Source: an optimization exercise on an open RTL-to-GDS flow (aim: small area, a short achievable clock period and few clock cycles). Production flows keep margins and buffers that such runs may drop. In this exercise RTL edits were held to simulation tests only and were not proved equivalent to the original. Power figures rest on the tool's default switching activity, not on a simulated workload.

## voxel_ray_traversal_unit
module voxel_ray_traversal_unit (
    input  wire logic        clk,
    input  wire logic        rst_n,
    input  wire logic        start,
    output logic             busy,
    input  wire logic        voxel_size_we,
    input  wire logic [4:0]  voxel_size,
    input  wire logic [15:0] start_x,
    input  wire logic [15:0] start_y,
    input  wire logic [15:0] start_z,
    input  wire logic [15:0] end_x,
    input  wire logic [15:0] end_y,
    input  wire logic [15:0] end_z,
    output logic             voxel_valid,
    output logic [7:0]       voxel_x,
    output logic [7:0]       voxel_y,
    output logic [7:0]       voxel_z,
    output logic             last_voxel_flag,
    output logic             truncated
);
Size in the first run: roughly 4800 cells after synthesis, about 820 flip-flops, roughly 130 I/O pins, ~48000 um^2 of cells after synthesis.
Settings: LEC_CHECK=0, CAP_MARGIN=30, CORE_MARGIN=2, CORE_UTILIZATION=40, SETUP_SLACK_MARGIN=4.7, SLEW_MARGIN=30, TNS_END_PERCENT=5; clock period 8.0 ns.
standard.sh (not shown) runs the stock make flow with config.mk's settings and CLKGATE_MAP_FILE= SYNTH_SCRIPT=/design/flow/synth_recipe.tcl, a recipe that flattens the netlist after the stock synthesis.
==> flow/flow/run.sh <==
#!/bin/bash
# The standard layout (standard.sh), with the port buffers that
# buffer_ports inserts made as sky130_fd_sc_hd__buf_4 instead of the
# library's smallest buffer (a slow delay cell).  Every port is still
# buffered.  The full output goes to standard.log.
set -euo pipefail
export BUFFER_PORTS_ARGS="-buffer_cell sky130_fd_sc_hd__buf_4"
bash standard.sh > standard.log 2>&1
Testbench counts at the start, summed over its fixed seeds: cycles 14,518.
Next try:
--- a/flow/design.v
+++ b/flow/design.v
@@ -72,19 +72,19 @@
     logic [7:0]  ncur  [3];     
     logic [7:0]  nendv [3];     
     logic [7:0]  nslo  [3];     
     logic [15:0] ndx   [3];     
     logic [15:0] ndxv  [3];     
     logic [2:0]  ndcin;
     logic [2:0]  nneg;
     logic [5:0]  ri_s  [3];     
     logic [4:0]  ri_e  [3];
-    logic [2:0]  nsat_n;
+    logic [2:0]  sat_n_now;
     logic [2:0]  nsat_s;
     logic        dv_run, dv_full;
     logic [4:0]  dcnt;
     logic [15:0] dx    [3];
     logic [2:0]  dcin;
     logic [15:0] rn    [3];
     logic [15:0] rs    [3];
     logic [7:0]  slo   [3];
     logic [2:0]  sat_n;
@@ -155,30 +155,31 @@
         for (int a = 0; a < 3; a++) begin
             logic [6:0] sn, ss;
             if (nneg[a]) begin
                 hi[a] = {1'b0, v} + ri_s[a];
                 lo[a] = nslo[a];
             end else begin
                 hi[a] = {1'b0, v} - ri_s[a] - {5'd0, (nslo[a] != 8'd0)};
                 lo[a] = 8'd0 - nslo[a];
             end
-            sn = {1'b0, ndxv[a][5:0]} + {1'b0, ri_s[a]} + {6'd0, ndcin[a]};
             ss = {1'b0, ndxv[a][5:0]} + {2'b00, v}    + {6'd0, ndcin[a]};
-            satn_c[a] = sn[6] && (&ndxv[a][15:6]);
             sats_c[a] = ss[6] && (&ndxv[a][15:6]);
+            sn = {1'b0, dx[a][5:0]} + {1'b0, rn[a][5:0]} + {6'd0, dcin[a]};
+            satn_c[a] = sn[6] && (&dx[a][15:6]);
         end
         n_at_end = (ncur[0] == nendv[0]) && (ncur[1] == nendv[1]) && (ncur[2] == nendv[2]);
         for (int a = 0; a < 3; a++)
             npre_ax[a] = nneg[a] && (ncur[a] != nendv[a]);
     end
     always_comb
         for (int a = 0; a < 3; a++)
             ndxv[a] = ndcin[a] ? ndx[a] : ~ndx[a];
+    assign sat_n_now = (dcnt == 5'd0) ? satn_c : sat_n;
     logic [2:0]  pre_ax;        
     logic        pre;
     logic [2:0]  npre_ax;
     logic [2:0]  allone;
     logic        lt01, lt02, lt12;
     logic [2:0]  axm;           
     logic [2:0]  stepm;         
     logic        step_en;
     logic        do_pre;
@@ -223,19 +224,19 @@
             v       <= 5'd1;
         end else begin
             if (voxel_size_we)
                 v <= (voxel_size == 5'd0) ? 5'd1 : voxel_size;
             fcnt <= fcnt + 1'b1;
             if (!busy) begin
                 fe_idx <= start;
                 fcnt   <= '0;
             end else if (fe_idx) begin
-                if (fcnt == 4'd9) begin
+                if (fcnt == 4'd8) begin
                     fe_idx <= 1'b0;
                     fe_rdy <= 1'b1;
                 end
             end else if (xfer) begin
                 fe_rdy <= 1'b0;
             end
             if (xfer)
                 fe_opl <= 1'b0;
             else if (opload)
@@ -272,24 +273,22 @@
             for (int a = 0; a < 3; a++) begin
                 ncur[a]  <= s_in[a][15:8];
                 nendv[a] <= e_in[a][15:8];
                 nslo[a]  <= s_in[a][7:0];
                 ndx[a]   <= e_in[a];
                 ri_s[a]  <= '0;
                 ri_e[a]  <= '0;
             end
         end else if (fe_idx && fcnt == 4'd8) begin
-            for (int a = 0; a < 3; a++)
+            for (int a = 0; a < 3; a++) begin
                 ri_s[a] <= hi[a];
-        end else if (fe_idx && fcnt == 4'd9) begin
-            for (int a = 0; a < 3; a++)
                 nslo[a] <= lo[a];
-            nsat_n <= satn_c;
+            end
             nsat_s <= sats_c;
         end else if (fe_idx) begin
             for (int a = 0; a < 3; a++) begin
                 ncur[a]  <= {ncur[a][6:0], qis[a]};
                 nendv[a] <= {nendv[a][6:0], qie[a]};
                 ri_s[a]  <= {1'b0, ris_nx[a]};
                 ri_e[a]  <= rie_nx[a];
             end
             if (fcnt == 4'd0) begin
@@ -307,24 +306,25 @@
         for (int a = 0; a < 3; a++) begin
             rn[a]  <= opload ? {10'd0, ri_s[a]} : rn_nx[a];
             rs[a]  <= opload ? {11'd0, v}       : rs_nx[a];
             slo[a] <= opload ? nslo[a]          : {slo[a][6:0], 1'b0};
         end
         if (opload) begin
             for (int a = 0; a < 3; a++)
                 dx[a] <= ndxv[a];
             dcin  <= ndcin;
-            sat_n <= nsat_n;
             sat_s <= nsat_s;
         end
+        if (dv_run && dcnt == 5'd0)
+            sat_n <= satn_c;
         if (dv_run) begin
             for (int a = 0; a < 3; a++) begin
-                qn[a] <= {qn[a][30:0], qnb[a] | sat_n[a]};
+                qn[a] <= {qn[a][30:0], qnb[a] | sat_n_now[a]};
                 qs[a] <= {qs[a][30:0], qsb[a] | sat_s[a]};
             end
         end
         if (tnload) begin
             for (int a = 0; a < 3; a++) begin
                 tn[a]  <= qn[a];
                 ts[a]  <= qs[a];
                 ovf[a] <= 1'b0;
             end
Outcome: Clock power drops by a few percent. Global-route usage hardly moves. Final area climbs slightly. Total power climbs by a few percent. Register-to-register slack barely changes. Core utilization climbs by 0.44 points. Critical path depth climbs by 2. Setup slack got worse by 8.3 ps. Non-clock buffer count climbs by 38. Final cell count drops slightly. Wire length drops slightly. Sequential share of layout area drops by 0.39 points.
Testbench counts after the change, summed over its fixed seeds: cycles 14,374.

[re-timing with driven ports]
How much do the figures lean on ideal ports? The routed layouts below were timed once more, with nothing changed but the port constraints.
Step 1 sets driving cells, clkbuf_16 on the clock port and buf_2 on the other inputs (assumed; they add their load-dependent delay and slew).
Step 2 adds t to the input delays and takes it off the output delays; t is the mean of the earliest and latest rising clock arrival at the registers after step 1. Input paths then give back, and output paths get back, about the clock's delay inside the block.
a / b / c = ideal / step 1 / step 2; a / b = the first two.
run | t (ns) | slack for setup (ns) | worst register clock-pin slew, ns | pins driven straight from the clock port
the first run | 0.746 | 4.549 / 4.514 / 4.549 | 0.06 / 0.06 | 1
the second run | 0.744 | 4.541 / 4.541 / 4.541 | 0.07 / 0.07 | 1
After both steps every run listed still meets setup and hold.
